Source: an optimization exercise on an open RTL-to-GDS flow (aim: a short achievable clock period, few clock cycles and low power). Production flows keep margins and buffers that such runs may drop.
Function was not checked in any run shown here: the RTL went through the layout flow alone.
No activity file was given, so power comes from the tool's default toggle rates.

## flow/design.v (module list and top-level ports; edited modules follow where they fit)
// module mac_lane_sum: 1967 lines
// module mac_vector_engine: 863 lines
module mac_vector_engine (
  input logic clk,
  input logic reset_n,
  input logic start,
  input logic clear,
  input logic [9:0] vec_len,
  input logic signed [47:0] bias,
  input logic in_valid,
  input logic [35:0] in_a,
  input logic [35:0] in_b,
  input logic out_ready,
  output logic busy,
  output logic in_ready,
  output logic out_valid,
  output logic signed [17:0] out_data,
  output logic signed [47:0] out_acc,
  output logic acc_overflow
);
  // ...
==> flow/run.sh <==
#!/bin/bash
# synth_recipe.tcl (not shown) runs the flow's synth.tcl, then flattens the netlist and writes it again
# the make line also repeats each setting of config.mk as NAME=value (left out here)
make -C /OpenROAD-flow-scripts/flow DESIGN_CONFIG=/design/flow/config.mk WORK_HOME=/design/flow/orfs CLKGATE_MAP_FILE= SYNTH_SCRIPT=/design/flow/synth_recipe.tcl finish
==> flow/config.mk <==
export PLATFORM = sky130hd
export DESIGN_NAME = mac_vector_engine
export DESIGN_NICKNAME = mac_vector_engine
export VERILOG_FILES = /design/flow/design.v
export SDC_FILE = /design/flow/constraint.sdc
export NUM_CORES = 4
export LEC_CHECK = 0
export ABC_CLOCK_PERIOD_IN_PS = 2900
export CAP_MARGIN = 20
export CORE_MARGIN = 2
export CORE_UTILIZATION = 60
export CTS_BUF_LIST = sky130_fd_sc_hd__clkbuf_16
export CTS_CLUSTER_DIAMETER = 70
export CTS_CLUSTER_SIZE = 40
export SETUP_SLACK_MARGIN = 4.2
export SLEW_MARGIN = 20
==> flow/constraint.sdc <==
create_clock -name core_clock -period 7.0 [get_ports {clk}]
set_input_delay 1.4000 -clock core_clock [delete_from_list [all_inputs] [get_ports {clk}]]
set_output_delay 1.4000 -clock core_clock [all_outputs]
set_load 0.01 [all_outputs]
==> run summary, run 1 <==
Power:
- The power of the sequential group is 3.97 mW.
- The proportion of power drawn by combinational gates is 37.8%.
- Of the total power, the share spent switching nets is 35.79%.
- In this run, the clock network consumes 20.7% of the power.
- For the clock group, total power comes out at 1.98 mW.

Route:
- The via density per instance is 5.779.

Synthesis:
- The synthesized net count is 3,531.
- In the synthesized netlist the dominant register cell turns out to be sky130_fd_sc_hd__dfxtp_1.
- The fraction of the yosys area taken by sequential cells is 37.01%.
- The Yosys warning count is 4.
- The most common cell in the synthesized netlist is sky130_fd_sc_hd__dfxtp_1.

Layout:
- The end-of-flow core utilization is 67.74%.
- The leading cell type in the layout, fill and taps excluded is sky130_fd_sc_hd__a22oi_1.
- The layout has 266 inverters outside the clock class.
- Once layout is complete, the cells apart from fillers number 3,762.
- The count of non-CTS buffers in the layout is 267.

STA:
- The final-report hold violation count is 0.

Setup path:
- Counting stages on the worst path, the most repeated cell is sky130_fd_sc_hd__inv_2.
- The worst stage delay on the critical path is 380 ps.
- The type of element launching the critical path is a flip-flop.
- The count of cell instances traversed by the critical path is 14.
- The worst register-to-register path begins at u_sum.t2_q[1]$_DFF_P_.

Placed design:
- The cell area after placement is 34,480 µm².

Outcome:
- The flow ran to the end and the layout has no timing, DRC or antenna violations.

Global route:
- The via count of the first global-routing pass came to 22,670.
- Global routing finished with a remaining overflow of 0.

Clock network:
- Clock tree synthesis selected as its root buffer the cell sky130_fd_sc_hd__clkbuf_16.

Floorplanning:
- The floorplan step set the die height to 236.2 µm.
==> module mac_vector_engine, before the edit <==
module mac_vector_engine (
  input logic clk,
  input logic reset_n,
  input logic start,
  input logic clear,
  input logic [9:0] vec_len,
  input logic signed [47:0] bias,
  input logic in_valid,
  input logic [35:0] in_a,
  input logic [35:0] in_b,
  input logic out_ready,
  output logic busy,
  output logic in_ready,
  output logic out_valid,
  output logic signed [17:0] out_data,
  output logic signed [47:0] out_acc,
  output logic acc_overflow
);
  localparam int NST = 2;    
  localparam int HOLD = 3;  
  logic busy_q, ir_q, pv_q, inf_q, ov_q, nf_q;
  logic [9:0] plen_q, rem_q;
  logic [$clog2(HOLD+1)-1:0] hc_q;
  logic [47:0] bias_q;
  logic res_done;
  wire cur = !nf_q;   
  wire pl0 = plen_q == 10'd0, pl1 = plen_q == 10'd1, pl2 = plen_q == 10'd2;
  wire r1 = rem_q == 10'd1, r2 = rem_q == 10'd2;
  wire pseudo = !cur && pv_q && pl0 && !inf_q;   
  wire [9:0] rem_m1 = (cur ? rem_q : plen_q) - 10'd1;
  wire blast_t = cur ? r1 : pl1;                 
  wire hc_hi = hc_q > 1;
  wire take = in_valid && ir_q;
  wire pop = ov_q && out_ready;
  wire accept = start && !busy_q;               
  wire vl0 = vec_len == 10'd0, vl1 = vec_len == 10'd1;
  wire infn = inf_q && !pop;
  wire consume = (take && !cur) || pseudo;      
  wire bfirst = consume;
  wire blast = pseudo || (take && blast_t);
  wire nl_t = cur ? (r1 ? (pv_q ? pl1 : (accept && vl1)) : r2) : (!pl1 && pl2);
  wire inf_t = blast_t || infn;
  wire nl_n = cur ? r1 : (pv_q ? pl1 : (accept && vl1));
  wire inf_n = pseudo || infn;
  always_ff @(posedge clk or negedge reset_n) begin
    if (!reset_n) begin
      busy_q <= 1'b0;
      ir_q <= 1'b0;
      pv_q <= 1'b0;
      inf_q <= 1'b0;
      ov_q <= 1'b0;
      rem_q <= '0;
      hc_q <= '0;
      nf_q <= 1'b1;
    end else begin
      busy_q <= !clear && (accept || pv_q || hc_hi);
      ir_q <= !clear && !(take ? (nl_t && inf_t) : (nl_n && inf_n));
      pv_q <= !clear && (accept || (pv_q && !consume));
      inf_q <= !clear && (blast || infn);
      ov_q <= !clear && (res_done || (ov_q && !pop));
      rem_q <= clear ? '0 : take ? rem_m1 : rem_q;
      nf_q <= clear || (take ? blast_t : nf_q);
      hc_q <= clear ? '0 : consume ? HOLD[$clog2(HOLD+1)-1:0] : hc_q - {{($clog2(HOLD+1)-1){1'b0}}, hc_q != '0};
    end
  end
  always_ff @(posedge clk) begin
    if (!busy_q) begin
      plen_q <= vec_len;
      bias_q <= bias;
    end
  end
  logic [35:0] a_q;
  logic [17:0] one_q, two_q, neg_q;
  logic rb_q;
  always_ff @(posedge clk) begin
    a_q <= in_valid ? in_a : '0;
    rb_q <= take;
    for (int l = 0; l < 2; l++)
      for (int i = 0; i < 9; i++) begin
        one_q[l*9+i] <= in_valid && (in_b[l*18+2*i] ^ (i == 0 ? 1'b0 : in_b[l*18+2*i-1]));
        two_q[l*9+i] <= in_valid && (i == 0 ? (in_b[l*18+1] & ~in_b[l*18])
                               : ((in_b[l*18+2*i+1] & ~in_b[l*18+2*i] & ~in_b[l*18+2*i-1]) |
                                  (~in_b[l*18+2*i+1] & in_b[l*18+2*i] & in_b[l*18+2*i-1])));
        neg_q[l*9+i] <= in_valid && in_b[l*18+2*i+1];
      end
  end
  logic [NST:0] fp_q, lp_q;
  always_ff @(posedge clk or negedge reset_n) begin
    if (!reset_n) lp_q <= '0;
    else if (clear) lp_q <= '0;
    else lp_q <= {lp_q[NST-1:0], blast};
  end
  always_ff @(posedge clk) fp_q <= {fp_q[NST-1:0], bfirst};
  logic [NST:0] vbp_q;
  logic [2-1:0] vbk_q;
  always_ff @(posedge clk) begin
    vbp_q <= {vbp_q[NST-1:0], take};
    vbk_q <= {vbk_q, vbp_q[NST]};
  end
  wire fa_q = fp_q[NST], la_q = lp_q[NST];
  logic [2-1:0] fk_q, lk_q;
  always_ff @(posedge clk or negedge reset_n) begin
    if (!reset_n) lk_q <= '0;
    else if (clear) lk_q <= '0;
    else lk_q <= {lk_q, la_q};
  end
  always_ff @(posedge clk) fk_q <= {fk_q, fa_q};
  wire [47:0] s_t, c_t;
  mac_lane_sum u_sum (.clk(clk), .v_i(rb_q), .a_i(a_q), .one_i(one_q), .two_i(two_q), .neg_i(neg_q), .s_o(s_t), .c_o(c_t));
  logic [47:0] res_q;
  logic ovf_q, rovf_q;
  logic [15:0] acc0_q;
  wire [15:0] x0 = acc0_q;
  wire [15:0] s0 = s_t[15:0];
  wire [15:0] c0 = c_t[15:0];
  wire ldn0 = fp_q[NST-1], st0 = la_q;
  wire [15:0] p0 = x0 ^ s0 ^ c0;
  wire [15:0] g0 = (x0 & s0) | (x0 & c0) | (s0 & c0);
  wire [15:0] k0_p0 = p0 ^ {g0[14:0], 1'b0};
  wire [15:0] k0_g0 = p0 & {g0[14:0], 1'b0};
  wire [15:0] k0_G0 = {k0_g0[15:1], k0_g0[0] | (k0_p0[0] & 1'b0)};
  wire [15:0] k0_P0 = k0_p0;
  wire [15:0] k0_G1, k0_P1;
  assign k0_G1[0] = k0_G0[0];
  assign k0_P1[0] = k0_P0[0];
  assign k0_G1[1] = k0_G0[1] | (k0_P0[1] & k0_G0[0]);
  assign k0_P1[1] = k0_P0[1] & k0_P0[0];
  assign k0_G1[2] = k0_G0[2] | (k0_P0[2] & k0_G0[1]);
  assign k0_P1[2] = k0_P0[2] & k0_P0[1];
  assign k0_G1[3] = k0_G0[3] | (k0_P0[3] & k0_G0[2]);
  assign k0_P1[3] = k0_P0[3] & k0_P0[2];
  assign k0_G1[4] = k0_G0[4] | (k0_P0[4] & k0_G0[3]);
  assign k0_P1[4] = k0_P0[4] & k0_P0[3];
  assign k0_G1[5] = k0_G0[5] | (k0_P0[5] & k0_G0[4]);
  assign k0_P1[5] = k0_P0[5] & k0_P0[4];
  assign k0_G1[6] = k0_G0[6] | (k0_P0[6] & k0_G0[5]);
  assign k0_P1[6] = k0_P0[6] & k0_P0[5];
  assign k0_G1[7] = k0_G0[7] | (k0_P0[7] & k0_G0[6]);
  assign k0_P1[7] = k0_P0[7] & k0_P0[6];
  assign k0_G1[8] = k0_G0[8] | (k0_P0[8] & k0_G0[7]);
  assign k0_P1[8] = k0_P0[8] & k0_P0[7];
  assign k0_G1[9] = k0_G0[9] | (k0_P0[9] & k0_G0[8]);
  assign k0_P1[9] = k0_P0[9] & k0_P0[8];
  assign k0_G1[10] = k0_G0[10] | (k0_P0[10] & k0_G0[9]);
  assign k0_P1[10] = k0_P0[10] & k0_P0[9];
  assign k0_G1[11] = k0_G0[11] | (k0_P0[11] & k0_G0[10]);
  assign k0_P1[11] = k0_P0[11] & k0_P0[10];
  assign k0_G1[12] = k0_G0[12] | (k0_P0[12] & k0_G0[11]);
  assign k0_P1[12] = k0_P0[12] & k0_P0[11];
  assign k0_G1[13] = k0_G0[13] | (k0_P0[13] & k0_G0[12]);
  assign k0_P1[13] = k0_P0[13] & k0_P0[12];
  assign k0_G1[14] = k0_G0[14] | (k0_P0[14] & k0_G0[13]);
  assign k0_P1[14] = k0_P0[14] & k0_P0[13];
  assign k0_G1[15] = k0_G0[15] | (k0_P0[15] & k0_G0[14]);
  assign k0_P1[15] = k0_P0[15] & k0_P0[14];
  wire [15:0] k0_G2, k0_P2;
  assign k0_G2[0] = k0_G1[0];
  assign k0_P2[0] = k0_P1[0];
  assign k0_G2[1] = k0_G1[1];
  assign k0_P2[1] = k0_P1[1];
  assign k0_G2[2] = k0_G1[2] | (k0_P1[2] & k0_G1[0]);
  assign k0_P2[2] = k0_P1[2] & k0_P1[0];
  assign k0_G2[3] = k0_G1[3] | (k0_P1[3] & k0_G1[1]);
  assign k0_P2[3] = k0_P1[3] & k0_P1[1];
  assign k0_G2[4] = k0_G1[4] | (k0_P1[4] & k0_G1[2]);
  assign k0_P2[4] = k0_P1[4] & k0_P1[2];
  assign k0_G2[5] = k0_G1[5] | (k0_P1[5] & k0_G1[3]);
  assign k0_P2[5] = k0_P1[5] & k0_P1[3];
  assign k0_G2[6] = k0_G1[6] | (k0_P1[6] & k0_G1[4]);
  assign k0_P2[6] = k0_P1[6] & k0_P1[4];
  assign k0_G2[7] = k0_G1[7] | (k0_P1[7] & k0_G1[5]);
  assign k0_P2[7] = k0_P1[7] & k0_P1[5];
  assign k0_G2[8] = k0_G1[8] | (k0_P1[8] & k0_G1[6]);
  assign k0_P2[8] = k0_P1[8] & k0_P1[6];
  assign k0_G2[9] = k0_G1[9] | (k0_P1[9] & k0_G1[7]);
  assign k0_P2[9] = k0_P1[9] & k0_P1[7];
  assign k0_G2[10] = k0_G1[10] | (k0_P1[10] & k0_G1[8]);
  assign k0_P2[10] = k0_P1[10] & k0_P1[8];
  assign k0_G2[11] = k0_G1[11] | (k0_P1[11] & k0_G1[9]);
  assign k0_P2[11] = k0_P1[11] & k0_P1[9];
  assign k0_G2[12] = k0_G1[12] | (k0_P1[12] & k0_G1[10]);
  assign k0_P2[12] = k0_P1[12] & k0_P1[10];
  assign k0_G2[13] = k0_G1[13] | (k0_P1[13] & k0_G1[11]);
  assign k0_P2[13] = k0_P1[13] & k0_P1[11];
  assign k0_G2[14] = k0_G1[14] | (k0_P1[14] & k0_G1[12]);
  assign k0_P2[14] = k0_P1[14] & k0_P1[12];
  assign k0_G2[15] = k0_G1[15] | (k0_P1[15] & k0_G1[13]);
  assign k0_P2[15] = k0_P1[15] & k0_P1[13];
  wire [15:0] k0_G3, k0_P3;
  assign k0_G3[0] = k0_G2[0];
  assign k0_P3[0] = k0_P2[0];
  assign k0_G3[1] = k0_G2[1];
  assign k0_P3[1] = k0_P2[1];
  assign k0_G3[2] = k0_G2[2];
  assign k0_P3[2] = k0_P2[2];
  assign k0_G3[3] = k0_G2[3];
  assign k0_P3[3] = k0_P2[3];
  assign k0_G3[4] = k0_G2[4] | (k0_P2[4] & k0_G2[0]);
  assign k0_P3[4] = k0_P2[4] & k0_P2[0];
  assign k0_G3[5] = k0_G2[5] | (k0_P2[5] & k0_G2[1]);
  assign k0_P3[5] = k0_P2[5] & k0_P2[1];
  assign k0_G3[6] = k0_G2[6] | (k0_P2[6] & k0_G2[2]);
  assign k0_P3[6] = k0_P2[6] & k0_P2[2];
  assign k0_G3[7] = k0_G2[7] | (k0_P2[7] & k0_G2[3]);
  assign k0_P3[7] = k0_P2[7] & k0_P2[3];
  assign k0_G3[8] = k0_G2[8] | (k0_P2[8] & k0_G2[4]);
  assign k0_P3[8] = k0_P2[8] & k0_P2[4];
  assign k0_G3[9] = k0_G2[9] | (k0_P2[9] & k0_G2[5]);
  assign k0_P3[9] = k0_P2[9] & k0_P2[5];
  assign k0_G3[10] = k0_G2[10] | (k0_P2[10] & k0_G2[6]);
  assign k0_P3[10] = k0_P2[10] & k0_P2[6];
  assign k0_G3[11] = k0_G2[11] | (k0_P2[11] & k0_G2[7]);
  assign k0_P3[11] = k0_P2[11] & k0_P2[7];
  assign k0_G3[12] = k0_G2[12] | (k0_P2[12] & k0_G2[8]);
  assign k0_P3[12] = k0_P2[12] & k0_P2[8];
  assign k0_G3[13] = k0_G2[13] | (k0_P2[13] & k0_G2[9]);
  assign k0_P3[13] = k0_P2[13] & k0_P2[9];
  assign k0_G3[14] = k0_G2[14] | (k0_P2[14] & k0_G2[10]);
  assign k0_P3[14] = k0_P2[14] & k0_P2[10];
  assign k0_G3[15] = k0_G2[15] | (k0_P2[15] & k0_G2[11]);
  assign k0_P3[15] = k0_P2[15] & k0_P2[11];
  wire [15:0] k0_G4, k0_P4;
  assign k0_G4[0] = k0_G3[0];
  assign k0_P4[0] = k0_P3[0];
  assign k0_G4[1] = k0_G3[1];
  assign k0_P4[1] = k0_P3[1];
  assign k0_G4[2] = k0_G3[2];
  assign k0_P4[2] = k0_P3[2];
  assign k0_G4[3] = k0_G3[3];
  assign k0_P4[3] = k0_P3[3];
  assign k0_G4[4] = k0_G3[4];
  assign k0_P4[4] = k0_P3[4];
  assign k0_G4[5] = k0_G3[5];
  assign k0_P4[5] = k0_P3[5];
  assign k0_G4[6] = k0_G3[6];
  assign k0_P4[6] = k0_P3[6];
  assign k0_G4[7] = k0_G3[7];
  assign k0_P4[7] = k0_P3[7];
  assign k0_G4[8] = k0_G3[8] | (k0_P3[8] & k0_G3[0]);
  assign k0_P4[8] = k0_P3[8] & k0_P3[0];
  assign k0_G4[9] = k0_G3[9] | (k0_P3[9] & k0_G3[1]);
  assign k0_P4[9] = k0_P3[9] & k0_P3[1];
  assign k0_G4[10] = k0_G3[10] | (k0_P3[10] & k0_G3[2]);
  assign k0_P4[10] = k0_P3[10] & k0_P3[2];
  assign k0_G4[11] = k0_G3[11] | (k0_P3[11] & k0_G3[3]);
  assign k0_P4[11] = k0_P3[11] & k0_P3[3];
  assign k0_G4[12] = k0_G3[12] | (k0_P3[12] & k0_G3[4]);
  assign k0_P4[12] = k0_P3[12] & k0_P3[4];
  assign k0_G4[13] = k0_G3[13] | (k0_P3[13] & k0_G3[5]);
  assign k0_P4[13] = k0_P3[13] & k0_P3[5];
  assign k0_G4[14] = k0_G3[14] | (k0_P3[14] & k0_G3[6]);
  assign k0_P4[14] = k0_P3[14] & k0_P3[6];
  assign k0_G4[15] = k0_G3[15] | (k0_P3[15] & k0_G3[7]);
  assign k0_P4[15] = k0_P3[15] & k0_P3[7];
  wire [16:0] k0_y = {k0_G4[15], k0_p0 ^ {k0_G4[14:0], 1'b0}};
  wire cg1 = g0[15];   
  wire [16:0] y0 = k0_y;
  logic ca1_q;
  always_ff @(posedge clk) ca1_q <= y0[16];
  always_ff @(posedge clk) begin
    if (ldn0 || vbp_q[NST]) acc0_q <= ldn0 ? bias_q[15:0] : y0[15:0];
    if (st0) res_q[15:0] <= y0[15:0];
  end
  logic [15:0] acc1_q;
  wire [15:0] x1 = acc1_q;
  wire [15:0] ps1 = s_t[31:16];
  wire [15:0] pc1 = c_t[31:16];
  wire [15:0] q1_p0 = ps1 ^ pc1;
  wire [15:0] q1_g0 = ps1 & pc1;
  wire [15:0] q1_G0 = {q1_g0[15:1], q1_g0[0] | (q1_p0[0] & cg1)};
  wire [15:0] q1_P0 = q1_p0;
  wire [15:0] q1_G1, q1_P1;
  assign q1_G1[0] = q1_G0[0];
  assign q1_P1[0] = q1_P0[0];
  assign q1_G1[1] = q1_G0[1] | (q1_P0[1] & q1_G0[0]);
  assign q1_P1[1] = q1_P0[1] & q1_P0[0];
  assign q1_G1[2] = q1_G0[2] | (q1_P0[2] & q1_G0[1]);
  assign q1_P1[2] = q1_P0[2] & q1_P0[1];
  assign q1_G1[3] = q1_G0[3] | (q1_P0[3] & q1_G0[2]);
  assign q1_P1[3] = q1_P0[3] & q1_P0[2];
  assign q1_G1[4] = q1_G0[4] | (q1_P0[4] & q1_G0[3]);
  assign q1_P1[4] = q1_P0[4] & q1_P0[3];
  assign q1_G1[5] = q1_G0[5] | (q1_P0[5] & q1_G0[4]);
  assign q1_P1[5] = q1_P0[5] & q1_P0[4];
  assign q1_G1[6] = q1_G0[6] | (q1_P0[6] & q1_G0[5]);
  assign q1_P1[6] = q1_P0[6] & q1_P0[5];
  assign q1_G1[7] = q1_G0[7] | (q1_P0[7] & q1_G0[6]);
  assign q1_P1[7] = q1_P0[7] & q1_P0[6];
  assign q1_G1[8] = q1_G0[8] | (q1_P0[8] & q1_G0[7]);
  assign q1_P1[8] = q1_P0[8] & q1_P0[7];
  assign q1_G1[9] = q1_G0[9] | (q1_P0[9] & q1_G0[8]);
  assign q1_P1[9] = q1_P0[9] & q1_P0[8];
  assign q1_G1[10] = q1_G0[10] | (q1_P0[10] & q1_G0[9]);
  assign q1_P1[10] = q1_P0[10] & q1_P0[9];
  assign q1_G1[11] = q1_G0[11] | (q1_P0[11] & q1_G0[10]);
  assign q1_P1[11] = q1_P0[11] & q1_P0[10];
  assign q1_G1[12] = q1_G0[12] | (q1_P0[12] & q1_G0[11]);
  assign q1_P1[12] = q1_P0[12] & q1_P0[11];
  assign q1_G1[13] = q1_G0[13] | (q1_P0[13] & q1_G0[12]);
  assign q1_P1[13] = q1_P0[13] & q1_P0[12];
  assign q1_G1[14] = q1_G0[14] | (q1_P0[14] & q1_G0[13]);
  assign q1_P1[14] = q1_P0[14] & q1_P0[13];
  assign q1_G1[15] = q1_G0[15] | (q1_P0[15] & q1_G0[14]);
  assign q1_P1[15] = q1_P0[15] & q1_P0[14];
  wire [15:0] q1_G2, q1_P2;
  assign q1_G2[0] = q1_G1[0];
  assign q1_P2[0] = q1_P1[0];
  assign q1_G2[1] = q1_G1[1];
  assign q1_P2[1] = q1_P1[1];
  assign q1_G2[2] = q1_G1[2] | (q1_P1[2] & q1_G1[0]);
  assign q1_P2[2] = q1_P1[2] & q1_P1[0];
  assign q1_G2[3] = q1_G1[3] | (q1_P1[3] & q1_G1[1]);
  assign q1_P2[3] = q1_P1[3] & q1_P1[1];
  assign q1_G2[4] = q1_G1[4] | (q1_P1[4] & q1_G1[2]);
  assign q1_P2[4] = q1_P1[4] & q1_P1[2];
  assign q1_G2[5] = q1_G1[5] | (q1_P1[5] & q1_G1[3]);
  assign q1_P2[5] = q1_P1[5] & q1_P1[3];
  assign q1_G2[6] = q1_G1[6] | (q1_P1[6] & q1_G1[4]);
  assign q1_P2[6] = q1_P1[6] & q1_P1[4];
  assign q1_G2[7] = q1_G1[7] | (q1_P1[7] & q1_G1[5]);
  assign q1_P2[7] = q1_P1[7] & q1_P1[5];
  assign q1_G2[8] = q1_G1[8] | (q1_P1[8] & q1_G1[6]);
  assign q1_P2[8] = q1_P1[8] & q1_P1[6];
  assign q1_G2[9] = q1_G1[9] | (q1_P1[9] & q1_G1[7]);
  assign q1_P2[9] = q1_P1[9] & q1_P1[7];
  assign q1_G2[10] = q1_G1[10] | (q1_P1[10] & q1_G1[8]);
  assign q1_P2[10] = q1_P1[10] & q1_P1[8];
  assign q1_G2[11] = q1_G1[11] | (q1_P1[11] & q1_G1[9]);
  assign q1_P2[11] = q1_P1[11] & q1_P1[9];
  assign q1_G2[12] = q1_G1[12] | (q1_P1[12] & q1_G1[10]);
  assign q1_P2[12] = q1_P1[12] & q1_P1[10];
  assign q1_G2[13] = q1_G1[13] | (q1_P1[13] & q1_G1[11]);
  assign q1_P2[13] = q1_P1[13] & q1_P1[11];
  assign q1_G2[14] = q1_G1[14] | (q1_P1[14] & q1_G1[12]);
  assign q1_P2[14] = q1_P1[14] & q1_P1[12];
  assign q1_G2[15] = q1_G1[15] | (q1_P1[15] & q1_G1[13]);
  assign q1_P2[15] = q1_P1[15] & q1_P1[13];
  wire [15:0] q1_G3, q1_P3;
  assign q1_G3[0] = q1_G2[0];
  assign q1_P3[0] = q1_P2[0];
  assign q1_G3[1] = q1_G2[1];
  assign q1_P3[1] = q1_P2[1];
  assign q1_G3[2] = q1_G2[2];
  assign q1_P3[2] = q1_P2[2];
  assign q1_G3[3] = q1_G2[3];
  assign q1_P3[3] = q1_P2[3];
  assign q1_G3[4] = q1_G2[4] | (q1_P2[4] & q1_G2[0]);
  assign q1_P3[4] = q1_P2[4] & q1_P2[0];
  assign q1_G3[5] = q1_G2[5] | (q1_P2[5] & q1_G2[1]);
  assign q1_P3[5] = q1_P2[5] & q1_P2[1];
  assign q1_G3[6] = q1_G2[6] | (q1_P2[6] & q1_G2[2]);
  assign q1_P3[6] = q1_P2[6] & q1_P2[2];
  assign q1_G3[7] = q1_G2[7] | (q1_P2[7] & q1_G2[3]);
  assign q1_P3[7] = q1_P2[7] & q1_P2[3];
  assign q1_G3[8] = q1_G2[8] | (q1_P2[8] & q1_G2[4]);
  assign q1_P3[8] = q1_P2[8] & q1_P2[4];
  assign q1_G3[9] = q1_G2[9] | (q1_P2[9] & q1_G2[5]);
  assign q1_P3[9] = q1_P2[9] & q1_P2[5];
  assign q1_G3[10] = q1_G2[10] | (q1_P2[10] & q1_G2[6]);
  assign q1_P3[10] = q1_P2[10] & q1_P2[6];
  assign q1_G3[11] = q1_G2[11] | (q1_P2[11] & q1_G2[7]);
  assign q1_P3[11] = q1_P2[11] & q1_P2[7];
  assign q1_G3[12] = q1_G2[12] | (q1_P2[12] & q1_G2[8]);
  assign q1_P3[12] = q1_P2[12] & q1_P2[8];
  assign q1_G3[13] = q1_G2[13] | (q1_P2[13] & q1_G2[9]);
  assign q1_P3[13] = q1_P2[13] & q1_P2[9];
  assign q1_G3[14] = q1_G2[14] | (q1_P2[14] & q1_G2[10]);
  assign q1_P3[14] = q1_P2[14] & q1_P2[10];
  assign q1_G3[15] = q1_G2[15] | (q1_P2[15] & q1_G2[11]);
  assign q1_P3[15] = q1_P2[15] & q1_P2[11];
  wire [15:0] q1_G4, q1_P4;
  assign q1_G4[0] = q1_G3[0];
  assign q1_P4[0] = q1_P3[0];
  assign q1_G4[1] = q1_G3[1];
  assign q1_P4[1] = q1_P3[1];
  assign q1_G4[2] = q1_G3[2];
  assign q1_P4[2] = q1_P3[2];
  assign q1_G4[3] = q1_G3[3];
  assign q1_P4[3] = q1_P3[3];
  assign q1_G4[4] = q1_G3[4];
  assign q1_P4[4] = q1_P3[4];
  assign q1_G4[5] = q1_G3[5];
  assign q1_P4[5] = q1_P3[5];
  assign q1_G4[6] = q1_G3[6];
  assign q1_P4[6] = q1_P3[6];
  assign q1_G4[7] = q1_G3[7];
  assign q1_P4[7] = q1_P3[7];
  assign q1_G4[8] = q1_G3[8] | (q1_P3[8] & q1_G3[0]);
  assign q1_P4[8] = q1_P3[8] & q1_P3[0];
  assign q1_G4[9] = q1_G3[9] | (q1_P3[9] & q1_G3[1]);
  assign q1_P4[9] = q1_P3[9] & q1_P3[1];
  assign q1_G4[10] = q1_G3[10] | (q1_P3[10] & q1_G3[2]);
  assign q1_P4[10] = q1_P3[10] & q1_P3[2];
  assign q1_G4[11] = q1_G3[11] | (q1_P3[11] & q1_G3[3]);
  assign q1_P4[11] = q1_P3[11] & q1_P3[3];
  assign q1_G4[12] = q1_G3[12] | (q1_P3[12] & q1_G3[4]);
  assign q1_P4[12] = q1_P3[12] & q1_P3[4];
  assign q1_G4[13] = q1_G3[13] | (q1_P3[13] & q1_G3[5]);
  assign q1_P4[13] = q1_P3[13] & q1_P3[5];
  assign q1_G4[14] = q1_G3[14] | (q1_P3[14] & q1_G3[6]);
  assign q1_P4[14] = q1_P3[14] & q1_P3[6];
  assign q1_G4[15] = q1_G3[15] | (q1_P3[15] & q1_G3[7]);
  assign q1_P4[15] = q1_P3[15] & q1_P3[7];
  wire [16:0] q1_y = {q1_G4[15], q1_p0 ^ {q1_G4[14:0], cg1}};
  logic [15:0] pa1_q;
  logic pco2_q;
  always_ff @(posedge clk) begin
    pa1_q <= q1_y[15:0];
    pco2_q <= q1_y[16];
  end
  wire ldn1 = fa_q, st1 = lk_q[0];
  wire [15:0] k1_p0 = x1 ^ pa1_q;
  wire [15:0] k1_g0 = x1 & pa1_q;
  wire [15:0] k1_G0 = {k1_g0[15:1], k1_g0[0] | (k1_p0[0] & ca1_q)};
  wire [15:0] k1_P0 = k1_p0;
  wire [15:0] k1_G1, k1_P1;
  assign k1_G1[0] = k1_G0[0];
  assign k1_P1[0] = k1_P0[0];
  assign k1_G1[1] = k1_G0[1] | (k1_P0[1] & k1_G0[0]);
  assign k1_P1[1] = k1_P0[1] & k1_P0[0];
  assign k1_G1[2] = k1_G0[2] | (k1_P0[2] & k1_G0[1]);
  assign k1_P1[2] = k1_P0[2] & k1_P0[1];
  assign k1_G1[3] = k1_G0[3] | (k1_P0[3] & k1_G0[2]);
  assign k1_P1[3] = k1_P0[3] & k1_P0[2];
  assign k1_G1[4] = k1_G0[4] | (k1_P0[4] & k1_G0[3]);
  assign k1_P1[4] = k1_P0[4] & k1_P0[3];
  assign k1_G1[5] = k1_G0[5] | (k1_P0[5] & k1_G0[4]);
  assign k1_P1[5] = k1_P0[5] & k1_P0[4];
  assign k1_G1[6] = k1_G0[6] | (k1_P0[6] & k1_G0[5]);
  assign k1_P1[6] = k1_P0[6] & k1_P0[5];
  assign k1_G1[7] = k1_G0[7] | (k1_P0[7] & k1_G0[6]);
  assign k1_P1[7] = k1_P0[7] & k1_P0[6];
  assign k1_G1[8] = k1_G0[8] | (k1_P0[8] & k1_G0[7]);
  assign k1_P1[8] = k1_P0[8] & k1_P0[7];
  assign k1_G1[9] = k1_G0[9] | (k1_P0[9] & k1_G0[8]);
  assign k1_P1[9] = k1_P0[9] & k1_P0[8];
  assign k1_G1[10] = k1_G0[10] | (k1_P0[10] & k1_G0[9]);
  assign k1_P1[10] = k1_P0[10] & k1_P0[9];
  assign k1_G1[11] = k1_G0[11] | (k1_P0[11] & k1_G0[10]);
  assign k1_P1[11] = k1_P0[11] & k1_P0[10];
  assign k1_G1[12] = k1_G0[12] | (k1_P0[12] & k1_G0[11]);
  assign k1_P1[12] = k1_P0[12] & k1_P0[11];
  assign k1_G1[13] = k1_G0[13] | (k1_P0[13] & k1_G0[12]);
  assign k1_P1[13] = k1_P0[13] & k1_P0[12];
  assign k1_G1[14] = k1_G0[14] | (k1_P0[14] & k1_G0[13]);
  assign k1_P1[14] = k1_P0[14] & k1_P0[13];
  assign k1_G1[15] = k1_G0[15] | (k1_P0[15] & k1_G0[14]);
  assign k1_P1[15] = k1_P0[15] & k1_P0[14];
  wire [15:0] k1_G2, k1_P2;
  assign k1_G2[0] = k1_G1[0];
  assign k1_P2[0] = k1_P1[0];
  assign k1_G2[1] = k1_G1[1];
  assign k1_P2[1] = k1_P1[1];
  assign k1_G2[2] = k1_G1[2] | (k1_P1[2] & k1_G1[0]);
  assign k1_P2[2] = k1_P1[2] & k1_P1[0];
  assign k1_G2[3] = k1_G1[3] | (k1_P1[3] & k1_G1[1]);
  assign k1_P2[3] = k1_P1[3] & k1_P1[1];
  assign k1_G2[4] = k1_G1[4] | (k1_P1[4] & k1_G1[2]);
  assign k1_P2[4] = k1_P1[4] & k1_P1[2];
  assign k1_G2[5] = k1_G1[5] | (k1_P1[5] & k1_G1[3]);
  assign k1_P2[5] = k1_P1[5] & k1_P1[3];
  assign k1_G2[6] = k1_G1[6] | (k1_P1[6] & k1_G1[4]);
  assign k1_P2[6] = k1_P1[6] & k1_P1[4];
  assign k1_G2[7] = k1_G1[7] | (k1_P1[7] & k1_G1[5]);
  assign k1_P2[7] = k1_P1[7] & k1_P1[5];
  assign k1_G2[8] = k1_G1[8] | (k1_P1[8] & k1_G1[6]);
  assign k1_P2[8] = k1_P1[8] & k1_P1[6];
  assign k1_G2[9] = k1_G1[9] | (k1_P1[9] & k1_G1[7]);
  assign k1_P2[9] = k1_P1[9] & k1_P1[7];
  assign k1_G2[10] = k1_G1[10] | (k1_P1[10] & k1_G1[8]);
  assign k1_P2[10] = k1_P1[10] & k1_P1[8];
  assign k1_G2[11] = k1_G1[11] | (k1_P1[11] & k1_G1[9]);
  assign k1_P2[11] = k1_P1[11] & k1_P1[9];
  assign k1_G2[12] = k1_G1[12] | (k1_P1[12] & k1_G1[10]);
  assign k1_P2[12] = k1_P1[12] & k1_P1[10];
  assign k1_G2[13] = k1_G1[13] | (k1_P1[13] & k1_G1[11]);
  assign k1_P2[13] = k1_P1[13] & k1_P1[11];
  assign k1_G2[14] = k1_G1[14] | (k1_P1[14] & k1_G1[12]);
  assign k1_P2[14] = k1_P1[14] & k1_P1[12];
  assign k1_G2[15] = k1_G1[15] | (k1_P1[15] & k1_G1[13]);
  assign k1_P2[15] = k1_P1[15] & k1_P1[13];
  wire [15:0] k1_G3, k1_P3;
  assign k1_G3[0] = k1_G2[0];
  assign k1_P3[0] = k1_P2[0];
  assign k1_G3[1] = k1_G2[1];
  assign k1_P3[1] = k1_P2[1];
  assign k1_G3[2] = k1_G2[2];
  assign k1_P3[2] = k1_P2[2];
  assign k1_G3[3] = k1_G2[3];
  assign k1_P3[3] = k1_P2[3];
  assign k1_G3[4] = k1_G2[4] | (k1_P2[4] & k1_G2[0]);
  assign k1_P3[4] = k1_P2[4] & k1_P2[0];
  assign k1_G3[5] = k1_G2[5] | (k1_P2[5] & k1_G2[1]);
  assign k1_P3[5] = k1_P2[5] & k1_P2[1];
  assign k1_G3[6] = k1_G2[6] | (k1_P2[6] & k1_G2[2]);
  assign k1_P3[6] = k1_P2[6] & k1_P2[2];
  assign k1_G3[7] = k1_G2[7] | (k1_P2[7] & k1_G2[3]);
  assign k1_P3[7] = k1_P2[7] & k1_P2[3];
  assign k1_G3[8] = k1_G2[8] | (k1_P2[8] & k1_G2[4]);
  assign k1_P3[8] = k1_P2[8] & k1_P2[4];
  assign k1_G3[9] = k1_G2[9] | (k1_P2[9] & k1_G2[5]);
  assign k1_P3[9] = k1_P2[9] & k1_P2[5];
  assign k1_G3[10] = k1_G2[10] | (k1_P2[10] & k1_G2[6]);
  assign k1_P3[10] = k1_P2[10] & k1_P2[6];
  assign k1_G3[11] = k1_G2[11] | (k1_P2[11] & k1_G2[7]);
  assign k1_P3[11] = k1_P2[11] & k1_P2[7];
  assign k1_G3[12] = k1_G2[12] | (k1_P2[12] & k1_G2[8]);
  assign k1_P3[12] = k1_P2[12] & k1_P2[8];
  assign k1_G3[13] = k1_G2[13] | (k1_P2[13] & k1_G2[9]);
  assign k1_P3[13] = k1_P2[13] & k1_P2[9];
  assign k1_G3[14] = k1_G2[14] | (k1_P2[14] & k1_G2[10]);
  assign k1_P3[14] = k1_P2[14] & k1_P2[10];
  assign k1_G3[15] = k1_G2[15] | (k1_P2[15] & k1_G2[11]);
  assign k1_P3[15] = k1_P2[15] & k1_P2[11];
  wire [15:0] k1_G4, k1_P4;
  assign k1_G4[0] = k1_G3[0];
  assign k1_P4[0] = k1_P3[0];
  assign k1_G4[1] = k1_G3[1];
  assign k1_P4[1] = k1_P3[1];
  assign k1_G4[2] = k1_G3[2];
  assign k1_P4[2] = k1_P3[2];
  assign k1_G4[3] = k1_G3[3];
  assign k1_P4[3] = k1_P3[3];
  assign k1_G4[4] = k1_G3[4];
  assign k1_P4[4] = k1_P3[4];
  assign k1_G4[5] = k1_G3[5];
  assign k1_P4[5] = k1_P3[5];
  assign k1_G4[6] = k1_G3[6];
  assign k1_P4[6] = k1_P3[6];
  assign k1_G4[7] = k1_G3[7];
  assign k1_P4[7] = k1_P3[7];
  assign k1_G4[8] = k1_G3[8] | (k1_P3[8] & k1_G3[0]);
  assign k1_P4[8] = k1_P3[8] & k1_P3[0];
  assign k1_G4[9] = k1_G3[9] | (k1_P3[9] & k1_G3[1]);
  assign k1_P4[9] = k1_P3[9] & k1_P3[1];
  assign k1_G4[10] = k1_G3[10] | (k1_P3[10] & k1_G3[2]);
  assign k1_P4[10] = k1_P3[10] & k1_P3[2];
  assign k1_G4[11] = k1_G3[11] | (k1_P3[11] & k1_G3[3]);
  assign k1_P4[11] = k1_P3[11] & k1_P3[3];
  assign k1_G4[12] = k1_G3[12] | (k1_P3[12] & k1_G3[4]);
  assign k1_P4[12] = k1_P3[12] & k1_P3[4];
  assign k1_G4[13] = k1_G3[13] | (k1_P3[13] & k1_G3[5]);
  assign k1_P4[13] = k1_P3[13] & k1_P3[5];
  assign k1_G4[14] = k1_G3[14] | (k1_P3[14] & k1_G3[6]);
  assign k1_P4[14] = k1_P3[14] & k1_P3[6];
  assign k1_G4[15] = k1_G3[15] | (k1_P3[15] & k1_G3[7]);
  assign k1_P4[15] = k1_P3[15] & k1_P3[7];
  wire [16:0] k1_y = {k1_G4[15], k1_p0 ^ {k1_G4[14:0], ca1_q}};
  wire [16:0] y1 = k1_y;
  logic ca2_q;
  always_ff @(posedge clk) ca2_q <= y1[16];
  always_ff @(posedge clk) begin
    if (ldn1 || vbk_q[0]) acc1_q <= ldn1 ? bias_q[31:16] : y1[15:0];
    if (st1) res_q[31:16] <= y1[15:0];
  end
  logic [15:0] acc2_q;
  wire [15:0] x2 = acc2_q;
  logic [15:0] sd2_q [1];
  logic [15:0] cd2_q [1];
  always_ff @(posedge clk) begin
    sd2_q[0] <= s_t[47:32];
    cd2_q[0] <= c_t[47:32];
  end
  wire [15:0] ps2 = sd2_q[0];
  wire [15:0] pc2 = cd2_q[0];
  wire [15:0] q2_p0 = ps2 ^ pc2;
  wire [15:0] q2_g0 = ps2 & pc2;
  wire [15:0] q2_G0 = {q2_g0[15:1], q2_g0[0] | (q2_p0[0] & pco2_q)};
  wire [15:0] q2_P0 = q2_p0;
  wire [15:0] q2_G1, q2_P1;
  assign q2_G1[0] = q2_G0[0];
  assign q2_P1[0] = q2_P0[0];
  assign q2_G1[1] = q2_G0[1] | (q2_P0[1] & q2_G0[0]);
  assign q2_P1[1] = q2_P0[1] & q2_P0[0];
  assign q2_G1[2] = q2_G0[2] | (q2_P0[2] & q2_G0[1]);
  assign q2_P1[2] = q2_P0[2] & q2_P0[1];
  assign q2_G1[3] = q2_G0[3] | (q2_P0[3] & q2_G0[2]);
  assign q2_P1[3] = q2_P0[3] & q2_P0[2];
  assign q2_G1[4] = q2_G0[4] | (q2_P0[4] & q2_G0[3]);
  assign q2_P1[4] = q2_P0[4] & q2_P0[3];
  assign q2_G1[5] = q2_G0[5] | (q2_P0[5] & q2_G0[4]);
  assign q2_P1[5] = q2_P0[5] & q2_P0[4];
  assign q2_G1[6] = q2_G0[6] | (q2_P0[6] & q2_G0[5]);
  assign q2_P1[6] = q2_P0[6] & q2_P0[5];
  assign q2_G1[7] = q2_G0[7] | (q2_P0[7] & q2_G0[6]);
  assign q2_P1[7] = q2_P0[7] & q2_P0[6];
  assign q2_G1[8] = q2_G0[8] | (q2_P0[8] & q2_G0[7]);
  assign q2_P1[8] = q2_P0[8] & q2_P0[7];
  assign q2_G1[9] = q2_G0[9] | (q2_P0[9] & q2_G0[8]);
  assign q2_P1[9] = q2_P0[9] & q2_P0[8];
  assign q2_G1[10] = q2_G0[10] | (q2_P0[10] & q2_G0[9]);
  assign q2_P1[10] = q2_P0[10] & q2_P0[9];
  assign q2_G1[11] = q2_G0[11] | (q2_P0[11] & q2_G0[10]);
  assign q2_P1[11] = q2_P0[11] & q2_P0[10];
  assign q2_G1[12] = q2_G0[12] | (q2_P0[12] & q2_G0[11]);
  assign q2_P1[12] = q2_P0[12] & q2_P0[11];
  assign q2_G1[13] = q2_G0[13] | (q2_P0[13] & q2_G0[12]);
  assign q2_P1[13] = q2_P0[13] & q2_P0[12];
  assign q2_G1[14] = q2_G0[14] | (q2_P0[14] & q2_G0[13]);
  assign q2_P1[14] = q2_P0[14] & q2_P0[13];
  assign q2_G1[15] = q2_G0[15] | (q2_P0[15] & q2_G0[14]);
  assign q2_P1[15] = q2_P0[15] & q2_P0[14];
  wire [15:0] q2_G2, q2_P2;
  assign q2_G2[0] = q2_G1[0];
  assign q2_P2[0] = q2_P1[0];
  assign q2_G2[1] = q2_G1[1];
  assign q2_P2[1] = q2_P1[1];
  assign q2_G2[2] = q2_G1[2] | (q2_P1[2] & q2_G1[0]);
  assign q2_P2[2] = q2_P1[2] & q2_P1[0];
  assign q2_G2[3] = q2_G1[3] | (q2_P1[3] & q2_G1[1]);
  assign q2_P2[3] = q2_P1[3] & q2_P1[1];
  assign q2_G2[4] = q2_G1[4] | (q2_P1[4] & q2_G1[2]);
  assign q2_P2[4] = q2_P1[4] & q2_P1[2];
  assign q2_G2[5] = q2_G1[5] | (q2_P1[5] & q2_G1[3]);
  assign q2_P2[5] = q2_P1[5] & q2_P1[3];
  assign q2_G2[6] = q2_G1[6] | (q2_P1[6] & q2_G1[4]);
  assign q2_P2[6] = q2_P1[6] & q2_P1[4];
  assign q2_G2[7] = q2_G1[7] | (q2_P1[7] & q2_G1[5]);
  assign q2_P2[7] = q2_P1[7] & q2_P1[5];
  assign q2_G2[8] = q2_G1[8] | (q2_P1[8] & q2_G1[6]);
  assign q2_P2[8] = q2_P1[8] & q2_P1[6];
  assign q2_G2[9] = q2_G1[9] | (q2_P1[9] & q2_G1[7]);
  assign q2_P2[9] = q2_P1[9] & q2_P1[7];
  assign q2_G2[10] = q2_G1[10] | (q2_P1[10] & q2_G1[8]);
  assign q2_P2[10] = q2_P1[10] & q2_P1[8];
  assign q2_G2[11] = q2_G1[11] | (q2_P1[11] & q2_G1[9]);
  assign q2_P2[11] = q2_P1[11] & q2_P1[9];
  assign q2_G2[12] = q2_G1[12] | (q2_P1[12] & q2_G1[10]);
  assign q2_P2[12] = q2_P1[12] & q2_P1[10];
  assign q2_G2[13] = q2_G1[13] | (q2_P1[13] & q2_G1[11]);
  assign q2_P2[13] = q2_P1[13] & q2_P1[11];
  assign q2_G2[14] = q2_G1[14] | (q2_P1[14] & q2_G1[12]);
  assign q2_P2[14] = q2_P1[14] & q2_P1[12];
  assign q2_G2[15] = q2_G1[15] | (q2_P1[15] & q2_G1[13]);
  assign q2_P2[15] = q2_P1[15] & q2_P1[13];
  wire [15:0] q2_G3, q2_P3;
  assign q2_G3[0] = q2_G2[0];
  assign q2_P3[0] = q2_P2[0];
  assign q2_G3[1] = q2_G2[1];
  assign q2_P3[1] = q2_P2[1];
  assign q2_G3[2] = q2_G2[2];
  assign q2_P3[2] = q2_P2[2];
  assign q2_G3[3] = q2_G2[3];
  assign q2_P3[3] = q2_P2[3];
  assign q2_G3[4] = q2_G2[4] | (q2_P2[4] & q2_G2[0]);
  assign q2_P3[4] = q2_P2[4] & q2_P2[0];
  assign q2_G3[5] = q2_G2[5] | (q2_P2[5] & q2_G2[1]);
  assign q2_P3[5] = q2_P2[5] & q2_P2[1];
  assign q2_G3[6] = q2_G2[6] | (q2_P2[6] & q2_G2[2]);
  assign q2_P3[6] = q2_P2[6] & q2_P2[2];
  assign q2_G3[7] = q2_G2[7] | (q2_P2[7] & q2_G2[3]);
  assign q2_P3[7] = q2_P2[7] & q2_P2[3];
  assign q2_G3[8] = q2_G2[8] | (q2_P2[8] & q2_G2[4]);
  assign q2_P3[8] = q2_P2[8] & q2_P2[4];
  assign q2_G3[9] = q2_G2[9] | (q2_P2[9] & q2_G2[5]);
  assign q2_P3[9] = q2_P2[9] & q2_P2[5];
  assign q2_G3[10] = q2_G2[10] | (q2_P2[10] & q2_G2[6]);
  assign q2_P3[10] = q2_P2[10] & q2_P2[6];
  assign q2_G3[11] = q2_G2[11] | (q2_P2[11] & q2_G2[7]);
  assign q2_P3[11] = q2_P2[11] & q2_P2[7];
  assign q2_G3[12] = q2_G2[12] | (q2_P2[12] & q2_G2[8]);
  assign q2_P3[12] = q2_P2[12] & q2_P2[8];
  assign q2_G3[13] = q2_G2[13] | (q2_P2[13] & q2_G2[9]);
  assign q2_P3[13] = q2_P2[13] & q2_P2[9];
  assign q2_G3[14] = q2_G2[14] | (q2_P2[14] & q2_G2[10]);
  assign q2_P3[14] = q2_P2[14] & q2_P2[10];
  assign q2_G3[15] = q2_G2[15] | (q2_P2[15] & q2_G2[11]);
  assign q2_P3[15] = q2_P2[15] & q2_P2[11];
  wire [15:0] q2_G4, q2_P4;
  assign q2_G4[0] = q2_G3[0];
  assign q2_P4[0] = q2_P3[0];
  assign q2_G4[1] = q2_G3[1];
  assign q2_P4[1] = q2_P3[1];
  assign q2_G4[2] = q2_G3[2];
  assign q2_P4[2] = q2_P3[2];
  assign q2_G4[3] = q2_G3[3];
  assign q2_P4[3] = q2_P3[3];
  assign q2_G4[4] = q2_G3[4];
  assign q2_P4[4] = q2_P3[4];
  assign q2_G4[5] = q2_G3[5];
  assign q2_P4[5] = q2_P3[5];
  assign q2_G4[6] = q2_G3[6];
  assign q2_P4[6] = q2_P3[6];
  assign q2_G4[7] = q2_G3[7];
  assign q2_P4[7] = q2_P3[7];
  assign q2_G4[8] = q2_G3[8] | (q2_P3[8] & q2_G3[0]);
  assign q2_P4[8] = q2_P3[8] & q2_P3[0];
  assign q2_G4[9] = q2_G3[9] | (q2_P3[9] & q2_G3[1]);
  assign q2_P4[9] = q2_P3[9] & q2_P3[1];
  assign q2_G4[10] = q2_G3[10] | (q2_P3[10] & q2_G3[2]);
  assign q2_P4[10] = q2_P3[10] & q2_P3[2];
  assign q2_G4[11] = q2_G3[11] | (q2_P3[11] & q2_G3[3]);
  assign q2_P4[11] = q2_P3[11] & q2_P3[3];
  assign q2_G4[12] = q2_G3[12] | (q2_P3[12] & q2_G3[4]);
  assign q2_P4[12] = q2_P3[12] & q2_P3[4];
  assign q2_G4[13] = q2_G3[13] | (q2_P3[13] & q2_G3[5]);
  assign q2_P4[13] = q2_P3[13] & q2_P3[5];
  assign q2_G4[14] = q2_G3[14] | (q2_P3[14] & q2_G3[6]);
  assign q2_P4[14] = q2_P3[14] & q2_P3[6];
  assign q2_G4[15] = q2_G3[15] | (q2_P3[15] & q2_G3[7]);
  assign q2_P4[15] = q2_P3[15] & q2_P3[7];
  wire [16:0] q2_y = {q2_G4[15], q2_p0 ^ {q2_G4[14:0], pco2_q}};
  logic [15:0] pa2_q;
  always_ff @(posedge clk) begin
    pa2_q <= q2_y[15:0];
  end
  wire ldn2 = fk_q[0], st2 = lk_q[1];
  wire [15:0] k2_p0 = x2 ^ pa2_q;
  wire [15:0] k2_g0 = x2 & pa2_q;
  wire [15:0] k2_G0 = {k2_g0[15:1], k2_g0[0] | (k2_p0[0] & ca2_q)};
  wire [15:0] k2_P0 = k2_p0;
  wire [15:0] k2_G1, k2_P1;
  assign k2_G1[0] = k2_G0[0];
  assign k2_P1[0] = k2_P0[0];
  assign k2_G1[1] = k2_G0[1] | (k2_P0[1] & k2_G0[0]);
  assign k2_P1[1] = k2_P0[1] & k2_P0[0];
  assign k2_G1[2] = k2_G0[2] | (k2_P0[2] & k2_G0[1]);
  assign k2_P1[2] = k2_P0[2] & k2_P0[1];
  assign k2_G1[3] = k2_G0[3] | (k2_P0[3] & k2_G0[2]);
  assign k2_P1[3] = k2_P0[3] & k2_P0[2];
  assign k2_G1[4] = k2_G0[4] | (k2_P0[4] & k2_G0[3]);
  assign k2_P1[4] = k2_P0[4] & k2_P0[3];
  assign k2_G1[5] = k2_G0[5] | (k2_P0[5] & k2_G0[4]);
  assign k2_P1[5] = k2_P0[5] & k2_P0[4];
  assign k2_G1[6] = k2_G0[6] | (k2_P0[6] & k2_G0[5]);
  assign k2_P1[6] = k2_P0[6] & k2_P0[5];
  assign k2_G1[7] = k2_G0[7] | (k2_P0[7] & k2_G0[6]);
  assign k2_P1[7] = k2_P0[7] & k2_P0[6];
  assign k2_G1[8] = k2_G0[8] | (k2_P0[8] & k2_G0[7]);
  assign k2_P1[8] = k2_P0[8] & k2_P0[7];
  assign k2_G1[9] = k2_G0[9] | (k2_P0[9] & k2_G0[8]);
  assign k2_P1[9] = k2_P0[9] & k2_P0[8];
  assign k2_G1[10] = k2_G0[10] | (k2_P0[10] & k2_G0[9]);
  assign k2_P1[10] = k2_P0[10] & k2_P0[9];
  assign k2_G1[11] = k2_G0[11] | (k2_P0[11] & k2_G0[10]);
  assign k2_P1[11] = k2_P0[11] & k2_P0[10];
  assign k2_G1[12] = k2_G0[12] | (k2_P0[12] & k2_G0[11]);
  assign k2_P1[12] = k2_P0[12] & k2_P0[11];
  assign k2_G1[13] = k2_G0[13] | (k2_P0[13] & k2_G0[12]);
  assign k2_P1[13] = k2_P0[13] & k2_P0[12];
  assign k2_G1[14] = k2_G0[14] | (k2_P0[14] & k2_G0[13]);
  assign k2_P1[14] = k2_P0[14] & k2_P0[13];
  assign k2_G1[15] = k2_G0[15] | (k2_P0[15] & k2_G0[14]);
  assign k2_P1[15] = k2_P0[15] & k2_P0[14];
  wire [15:0] k2_G2, k2_P2;
  assign k2_G2[0] = k2_G1[0];
  assign k2_P2[0] = k2_P1[0];
  assign k2_G2[1] = k2_G1[1];
  assign k2_P2[1] = k2_P1[1];
  assign k2_G2[2] = k2_G1[2] | (k2_P1[2] & k2_G1[0]);
  assign k2_P2[2] = k2_P1[2] & k2_P1[0];
  assign k2_G2[3] = k2_G1[3] | (k2_P1[3] & k2_G1[1]);
  assign k2_P2[3] = k2_P1[3] & k2_P1[1];
  assign k2_G2[4] = k2_G1[4] | (k2_P1[4] & k2_G1[2]);
  assign k2_P2[4] = k2_P1[4] & k2_P1[2];
  assign k2_G2[5] = k2_G1[5] | (k2_P1[5] & k2_G1[3]);
  assign k2_P2[5] = k2_P1[5] & k2_P1[3];
  assign k2_G2[6] = k2_G1[6] | (k2_P1[6] & k2_G1[4]);
  assign k2_P2[6] = k2_P1[6] & k2_P1[4];
  assign k2_G2[7] = k2_G1[7] | (k2_P1[7] & k2_G1[5]);
  assign k2_P2[7] = k2_P1[7] & k2_P1[5];
  assign k2_G2[8] = k2_G1[8] | (k2_P1[8] & k2_G1[6]);
  assign k2_P2[8] = k2_P1[8] & k2_P1[6];
  assign k2_G2[9] = k2_G1[9] | (k2_P1[9] & k2_G1[7]);
  assign k2_P2[9] = k2_P1[9] & k2_P1[7];
  assign k2_G2[10] = k2_G1[10] | (k2_P1[10] & k2_G1[8]);
  assign k2_P2[10] = k2_P1[10] & k2_P1[8];
  assign k2_G2[11] = k2_G1[11] | (k2_P1[11] & k2_G1[9]);
  assign k2_P2[11] = k2_P1[11] & k2_P1[9];
  assign k2_G2[12] = k2_G1[12] | (k2_P1[12] & k2_G1[10]);
  assign k2_P2[12] = k2_P1[12] & k2_P1[10];
  assign k2_G2[13] = k2_G1[13] | (k2_P1[13] & k2_G1[11]);
  assign k2_P2[13] = k2_P1[13] & k2_P1[11];
  assign k2_G2[14] = k2_G1[14] | (k2_P1[14] & k2_G1[12]);
  assign k2_P2[14] = k2_P1[14] & k2_P1[12];
  assign k2_G2[15] = k2_G1[15] | (k2_P1[15] & k2_G1[13]);
  assign k2_P2[15] = k2_P1[15] & k2_P1[13];
  wire [15:0] k2_G3, k2_P3;
  assign k2_G3[0] = k2_G2[0];
  assign k2_P3[0] = k2_P2[0];
  assign k2_G3[1] = k2_G2[1];
  assign k2_P3[1] = k2_P2[1];
  assign k2_G3[2] = k2_G2[2];
  assign k2_P3[2] = k2_P2[2];
  assign k2_G3[3] = k2_G2[3];
  assign k2_P3[3] = k2_P2[3];
  assign k2_G3[4] = k2_G2[4] | (k2_P2[4] & k2_G2[0]);
  assign k2_P3[4] = k2_P2[4] & k2_P2[0];
  assign k2_G3[5] = k2_G2[5] | (k2_P2[5] & k2_G2[1]);
  assign k2_P3[5] = k2_P2[5] & k2_P2[1];
  assign k2_G3[6] = k2_G2[6] | (k2_P2[6] & k2_G2[2]);
  assign k2_P3[6] = k2_P2[6] & k2_P2[2];
  assign k2_G3[7] = k2_G2[7] | (k2_P2[7] & k2_G2[3]);
  assign k2_P3[7] = k2_P2[7] & k2_P2[3];
  assign k2_G3[8] = k2_G2[8] | (k2_P2[8] & k2_G2[4]);
  assign k2_P3[8] = k2_P2[8] & k2_P2[4];
  assign k2_G3[9] = k2_G2[9] | (k2_P2[9] & k2_G2[5]);
  assign k2_P3[9] = k2_P2[9] & k2_P2[5];
  assign k2_G3[10] = k2_G2[10] | (k2_P2[10] & k2_G2[6]);
  assign k2_P3[10] = k2_P2[10] & k2_P2[6];
  assign k2_G3[11] = k2_G2[11] | (k2_P2[11] & k2_G2[7]);
  assign k2_P3[11] = k2_P2[11] & k2_P2[7];
  assign k2_G3[12] = k2_G2[12] | (k2_P2[12] & k2_G2[8]);
  assign k2_P3[12] = k2_P2[12] & k2_P2[8];
  assign k2_G3[13] = k2_G2[13] | (k2_P2[13] & k2_G2[9]);
  assign k2_P3[13] = k2_P2[13] & k2_P2[9];
  assign k2_G3[14] = k2_G2[14] | (k2_P2[14] & k2_G2[10]);
  assign k2_P3[14] = k2_P2[14] & k2_P2[10];
  assign k2_G3[15] = k2_G2[15] | (k2_P2[15] & k2_G2[11]);
  assign k2_P3[15] = k2_P2[15] & k2_P2[11];
  wire [15:0] k2_G4, k2_P4;
  assign k2_G4[0] = k2_G3[0];
  assign k2_P4[0] = k2_P3[0];
  assign k2_G4[1] = k2_G3[1];
  assign k2_P4[1] = k2_P3[1];
  assign k2_G4[2] = k2_G3[2];
  assign k2_P4[2] = k2_P3[2];
  assign k2_G4[3] = k2_G3[3];
  assign k2_P4[3] = k2_P3[3];
  assign k2_G4[4] = k2_G3[4];
  assign k2_P4[4] = k2_P3[4];
  assign k2_G4[5] = k2_G3[5];
  assign k2_P4[5] = k2_P3[5];
  assign k2_G4[6] = k2_G3[6];
  assign k2_P4[6] = k2_P3[6];
  assign k2_G4[7] = k2_G3[7];
  assign k2_P4[7] = k2_P3[7];
  assign k2_G4[8] = k2_G3[8] | (k2_P3[8] & k2_G3[0]);
  assign k2_P4[8] = k2_P3[8] & k2_P3[0];
  assign k2_G4[9] = k2_G3[9] | (k2_P3[9] & k2_G3[1]);
  assign k2_P4[9] = k2_P3[9] & k2_P3[1];
  assign k2_G4[10] = k2_G3[10] | (k2_P3[10] & k2_G3[2]);
  assign k2_P4[10] = k2_P3[10] & k2_P3[2];
  assign k2_G4[11] = k2_G3[11] | (k2_P3[11] & k2_G3[3]);
  assign k2_P4[11] = k2_P3[11] & k2_P3[3];
  assign k2_G4[12] = k2_G3[12] | (k2_P3[12] & k2_G3[4]);
  assign k2_P4[12] = k2_P3[12] & k2_P3[4];
  assign k2_G4[13] = k2_G3[13] | (k2_P3[13] & k2_G3[5]);
  assign k2_P4[13] = k2_P3[13] & k2_P3[5];
  assign k2_G4[14] = k2_G3[14] | (k2_P3[14] & k2_G3[6]);
  assign k2_P4[14] = k2_P3[14] & k2_P3[6];
  assign k2_G4[15] = k2_G3[15] | (k2_P3[15] & k2_G3[7]);
  assign k2_P4[15] = k2_P3[15] & k2_P3[7];
  wire [16:0] k2_y = {k2_G4[15], k2_p0 ^ {k2_G4[14:0], ca2_q}};
  wire [16:0] y2 = k2_y;
  always_ff @(posedge clk) begin
    if (ldn2 || vbk_q[1]) acc2_q <= ldn2 ? bias_q[47:32] : y2[15:0];
    if (st2) res_q[47:32] <= y2[15:0];
  end
  wire ovf_step = (x2[15] ^ y2[15]) & (x2[15] ^ x2[14]);
  wire ovf_new = ovf_q | ovf_step;
  always_ff @(posedge clk) begin
    ovf_q <= !ldn2 && ovf_new;
    if (st2) rovf_q <= ovf_new;
  end
  assign res_done = st2;
  assign busy = busy_q;
  assign in_ready = ir_q;
  assign out_valid = ov_q;
  assign out_acc = res_q;
  assign out_data = res_q[25:8];
  assign acc_overflow = rovf_q;
endmodule
==> inputs of run 2 (changes only) <==
--- a/flow/design.v
+++ b/flow/design.v
@@ -2048,15 +2048,15 @@
   logic [17:0] one_q, two_q, neg_q;
   logic rb_q;
   always_ff @(posedge clk) begin
-    a_q <= in_valid ? in_a : '0;
+    a_q <= take ? in_a : '0;
     rb_q <= take;
     for (int l = 0; l < 2; l++)
       for (int i = 0; i < 9; i++) begin
-        one_q[l*9+i] <= in_valid && (in_b[l*18+2*i] ^ (i == 0 ? 1'b0 : in_b[l*18+2*i-1]));
-        two_q[l*9+i] <= in_valid && (i == 0 ? (in_b[l*18+1] & ~in_b[l*18])
+        one_q[l*9+i] <= take && (in_b[l*18+2*i] ^ (i == 0 ? 1'b0 : in_b[l*18+2*i-1]));
+        two_q[l*9+i] <= take && (i == 0 ? (in_b[l*18+1] & ~in_b[l*18])
                                : ((in_b[l*18+2*i+1] & ~in_b[l*18+2*i] & ~in_b[l*18+2*i-1]) |
                                   (~in_b[l*18+2*i+1] & in_b[l*18+2*i] & in_b[l*18+2*i-1])));
-        neg_q[l*9+i] <= in_valid && in_b[l*18+2*i+1];
+        neg_q[l*9+i] <= take && in_b[l*18+2*i+1];
       end
   end
   logic [NST:0] fp_q, lp_q;
==> run summary, run 2 <==
Synthesis:
- The fraction of the yosys area taken by sequential cells came to 37.27% (was 37.01%).
- Top post-synthesis cells by area: sky130_fd_sc_hd__dfxtp_1 (21%), sky130_fd_sc_hd__fa_1 (19%), sky130_fd_sc_hd__edfxtp_1 (14%) (unchanged).
- The multiplexer area fraction after synthesis was 2.013% (was 1.929%).
- The combinational family with the most area after synthesis is adder cells (unchanged).
- The flop and latch count out of synthesis is 515 (unchanged).
- The area fraction of the dominant cell type after synthesis is 20.99% (was 20.85%).
- The synthesized-area fraction occupied by ao, oa, aoi and oai cells is 11.66% (was 11.78%).
- The cell with the most instances after synthesis was sky130_fd_sc_hd__dfxtp_1 (unchanged).
- The distinct cell type count after synthesis is 63 (was 75).
- The post-synthesis xor/xnor area fraction is 11.15% (was 11.10%).
- The synthesized net count is 3,512 (was 3,531).
- The Yosys warning count is 4 (unchanged).
- The synthesized-area fraction occupied by and/or/nand/nor cells is 8.930% (was 9.345%).
- The most common flop cell mapped by yosys was sky130_fd_sc_hd__dfxtp_1 (unchanged).

Outcome:
- Outcome: no timing/DRC/antenna violations (unchanged).

Layout:
- The leading cell type in the layout, fill and taps excluded is sky130_fd_sc_hd__a22oi_1 (unchanged).
- The number of flip-flops under the largest register name came to 133 (unchanged).
- The area overhead of the layout relative to synthesis was 12.66% (was 12.21%).
- The final antenna diode count is 0 (unchanged).
- Regs by FF count: u_sum.t1_q x133, u_sum.t2_q x65 (unchanged).
- The largest register by flop count is u_sum.t1_q (unchanged).
- Commonest non-fill, non-tap cells in the layout: sky130_fd_sc_hd__a22oi_1 (304), sky130_fd_sc_hd__fa_1 (297), sky130_fd_sc_hd__dfxtp_1 (265) (was sky130_fd_sc_hd__a22oi_1 (303), sky130_fd_sc_hd__fa_1 (292), sky130_fd_sc_hd__inv_1 (263)).
- The non-filler instance count after layout is 3,730 (was 3,762).

Placed design:
- The placed instance count is 3,643 (was 3,669).
- The number of port buffers is 205 (unchanged).
- The sum of net half-perimeters after detailed placement is 58,640 µm (was 55,830 µm).

Clock network:
- The clock latency at the later pin of the worst-skew pair was 590 ps (was 650 ps).
- The CTS clock-pin slew for the worst setup and hold paths is 100 ps (about the same).
- The clock root buffer is sky130_fd_sc_hd__clkbuf_16 (unchanged).
- The hold buffer count at CTS is 0 (unchanged).
- The number of buffers between clock root and the deepest sink is 3 (unchanged).
- The total number of clock tree sinks is 515 (unchanged).
- The H-tree depth is 2 (was 1).

STA:
- The minimum hold slack is 335.5 ps (was 333.8 ps).
- RSZ-0062 raised after global routing: yes (unchanged).
- The remaining max-slew budget at the tightest pin is 30.40% (was 29.15%).
- The final critical-path required period is 2984 ps (was 2924 ps).
- The number of setup violations in the final report is 0 (unchanged).
- The worst setup skew after layout is 30.00 ps (was 36.70 ps).
- The maximum clock frequency came to 335.1 MHz (was 342.0 MHz).
- The final-report hold violation count is 0 (unchanged).

Setup path:
- The worst stage delay on the critical path came to 380 ps (about the same).
- The source of the worst register-to-register timing path is acc0_q[1]$_DFFE_PP_ (was u_sum.t2_q[1]$_DFF_P_).
- The number of buffer and inverter stages on the critical path was 1 (was 4).
- Crit-path cells: ha_1 -> ha_2 -> inv_2 -> fa_2 -> nor2b_2 -> o31a_1 -> o41a_1 -> o41ai_4 -> o21ai_1 -> xor2_1 -> mux2_4 (was inv_2 -> fa_2 -> inv_2 -> ha_4 -> inv_2 -> fa_2 -> nor2b_2 -> o21ai_2 -> buf_4 -> o2111a_2 -> o21ai_2 -> a31oi_1 -> xnor2_1 -> mux2_2).
- The element type at the critical path end is a flip-flop (unchanged).
- The worst setup path startpoint is acc0_q[1]$_DFFE_PP_ (was u_sum.t2_q[1]$_DFF_P_).
- The biggest fanout along the worst timing path is 3 (was 2).
- The cell class contributing the biggest share of worst-path delay was compound AO/OA/AOI/OAI gates (was adder cells).
- The type of element launching the critical path is a flip-flop (unchanged).

Global route:
- The combined global-route utilization of all metal layers came to 29.49% (was 28.15%).
- The via count of the first global-routing pass was 22,620 (was 22,670).
- The pin count of the biggest net entering global routing is 135 (was 101).
- The aggregate global routing overflow is 0 (unchanged).

Power:
- The power per unit of standard cell area is 222.3 nW/µm² (was 263.3 nW/µm²).
- The proportion of power drawn by combinational gates was 26.3% (was 37.8%).
- The share of power burned in the clock network is 28.4% (was 20.7%).
- The switching power was 2.619 mW (was 3.423 mW).
- The relative contribution of sequential cells to total power is 45.3% (was 41.6%).
- The fraction of power spent switching nets came to 32.53% (was 35.79%).

Floorplanning:
- The number of standard-cell rows in the floorplan is 84 (was 85).
- The chip height is 235.4 µm (was 236.2 µm).
- The top-level port count is 206 (unchanged).
- The die extent in x came to 235.4 µm (was 236.2 µm).
- The initial cell density of the core was 60.92% (was 60.37%).

Route:
- The remaining antenna violation count came to 0 (unchanged).
- The total via count in the routed design is 21,930 (was 21,740).
- The final wirelength is 82,120 µm (was 78,300 µm).
- The via density per instance is 5.880 (was 5.779).
- The average wire per standard cell came to 22.02 µm (was 20.81 µm).

Run:
- The max-capacitance violation count is 0 (unchanged).
-- run 2: cell count changes after synthesis, sizes merged, moves of 10 or more --
| cell | change |
|---|---|
| a21oi | +27 |
| and2 | -89 |
| and3 | +64 |
| clkbuf | +10 |
| nand2 | -18 |
| nand3 | -10 |
| nor2 | +37 |
| o21ai | -11 |
| xnor2 | +11 |
| xor2 | -12 |
-- run 2: per-layer routing --
| layer | up-vias | track usage, % | part of all wire, % | wire, µm |
|---|---|---|---|---|
| met1 | 10820 | 39.19 | 42 | 34220 |
| met2 | 984 | 47.10 | 46 | 37920 |
| met3 | 201 | 7.212 | 8.9 | 7271 |
| met4 | 2 | 10.98 | 3.3 | 2696 |
| met5 | - | 0 | 0.016 | 13 |
| li1 | 9932 | - | - | - |
-- run 2: final timing paths --
path	to	slack (ps)	cells after the start
hold reg to reg	fp_q[1]$_DFF_P_	340	0
setup reg to reg	acc0_q[15]$_DFFE_PP_	4020	11
setup / recovery	acc0_q[15]$_DFFE_PP_	4020	11
hold / removal	fp_q[1]$_DFF_P_	340	0
min in group asynchronous	busy_q$_DFF_PN0_	810	1
max in group asynchronous	rem_q[9]$_DFFE_PN0P_	5770	1
-- run 2: cells by family (layout without fill, tap and decap cells) --
kind of cell	count (synthesis)	after routing
compound gates	544	544
simple gates	532	532
flops	515	515
buf+inv	509	579
xor+xnor	409	409
fa+ha+maj	404	404
mux	59	59
-- run 2: power by group through the flow --
| stage | logic, mW | clock network [mW] | registers, mW |
|---|---|---|---|
| global route | 2.36 | 2.45 | 3.67 |
| CTS | 2.07 | 2.35 | 3.65 |
| floorplan | 1.46 | 0 | 3.57 |
| detailed placement | 2.02 | 0 | 3.72 |
| global placement | 1.95 | 0 | 3.72 |
| finish | 2.12 | 2.29 | 3.65 |
-- run 2: repair_timing --
item / CTS / global route
gates resized for setup: 219 / 71
endpoints found under the setup margin: 197 / 87
pin swaps: 10 / 19
setup buffers: 10 / 15
-- run 2: layout make-up --
type                    instances  area, µm²
clock buffers                  35      875.8
clock inverters                27      415.4
fillers                      3992      16550
inverters                     260      977.2
multi-input cells            1948      18460
flip-flops and latches        515      12240
well taps                     688      860.8
repair buffers                257       2381
-- run 2: through the flow --
stage	power, mW	worst slack (ps)	utilization [%]	area [µm²]
after floorplan	5.031	4171	-	32270
after global placement	5.663	3522	64.94	34260
after detailed placement	5.747	3476	64.93	34260
after CTS	8.063	3991	67.99	35870
after global routing	8.483	3905	68.63	36210
final	8.051	4016	68.63	36210

==> static timing again, ports no longer ideal <==
Ports are ideal in the flow. The routed layouts listed here were re-timed in OpenROAD.
Step 1: set_driving_cell puts a clkbuf_16 on clk and a buf_2 on each other input, an assumption about the parent block.
Step 2, shift: input delay + t, output delay - t, t = (earliest + latest rising clock arrival at the registers) / 2. This alone moves slack from input paths to output paths.
a / b / c = ideal ports / drivers / drivers and shift; a / b = the first two.
run	t (ns)	setup WS [ns]	worst setup path after step 2	worst data-port slew with drivers (ns)
run 1	0.691	4.076 / 4.076 / 3.683	input to register	0.10
run 2	0.641	4.016 / 4.016 / 3.736	input to register	0.07
After both steps every run listed still meets setup and hold. The setup slack of run 1, which loses most, moves by 0.000 ns with the drivers and by -0.393 ns with both steps.
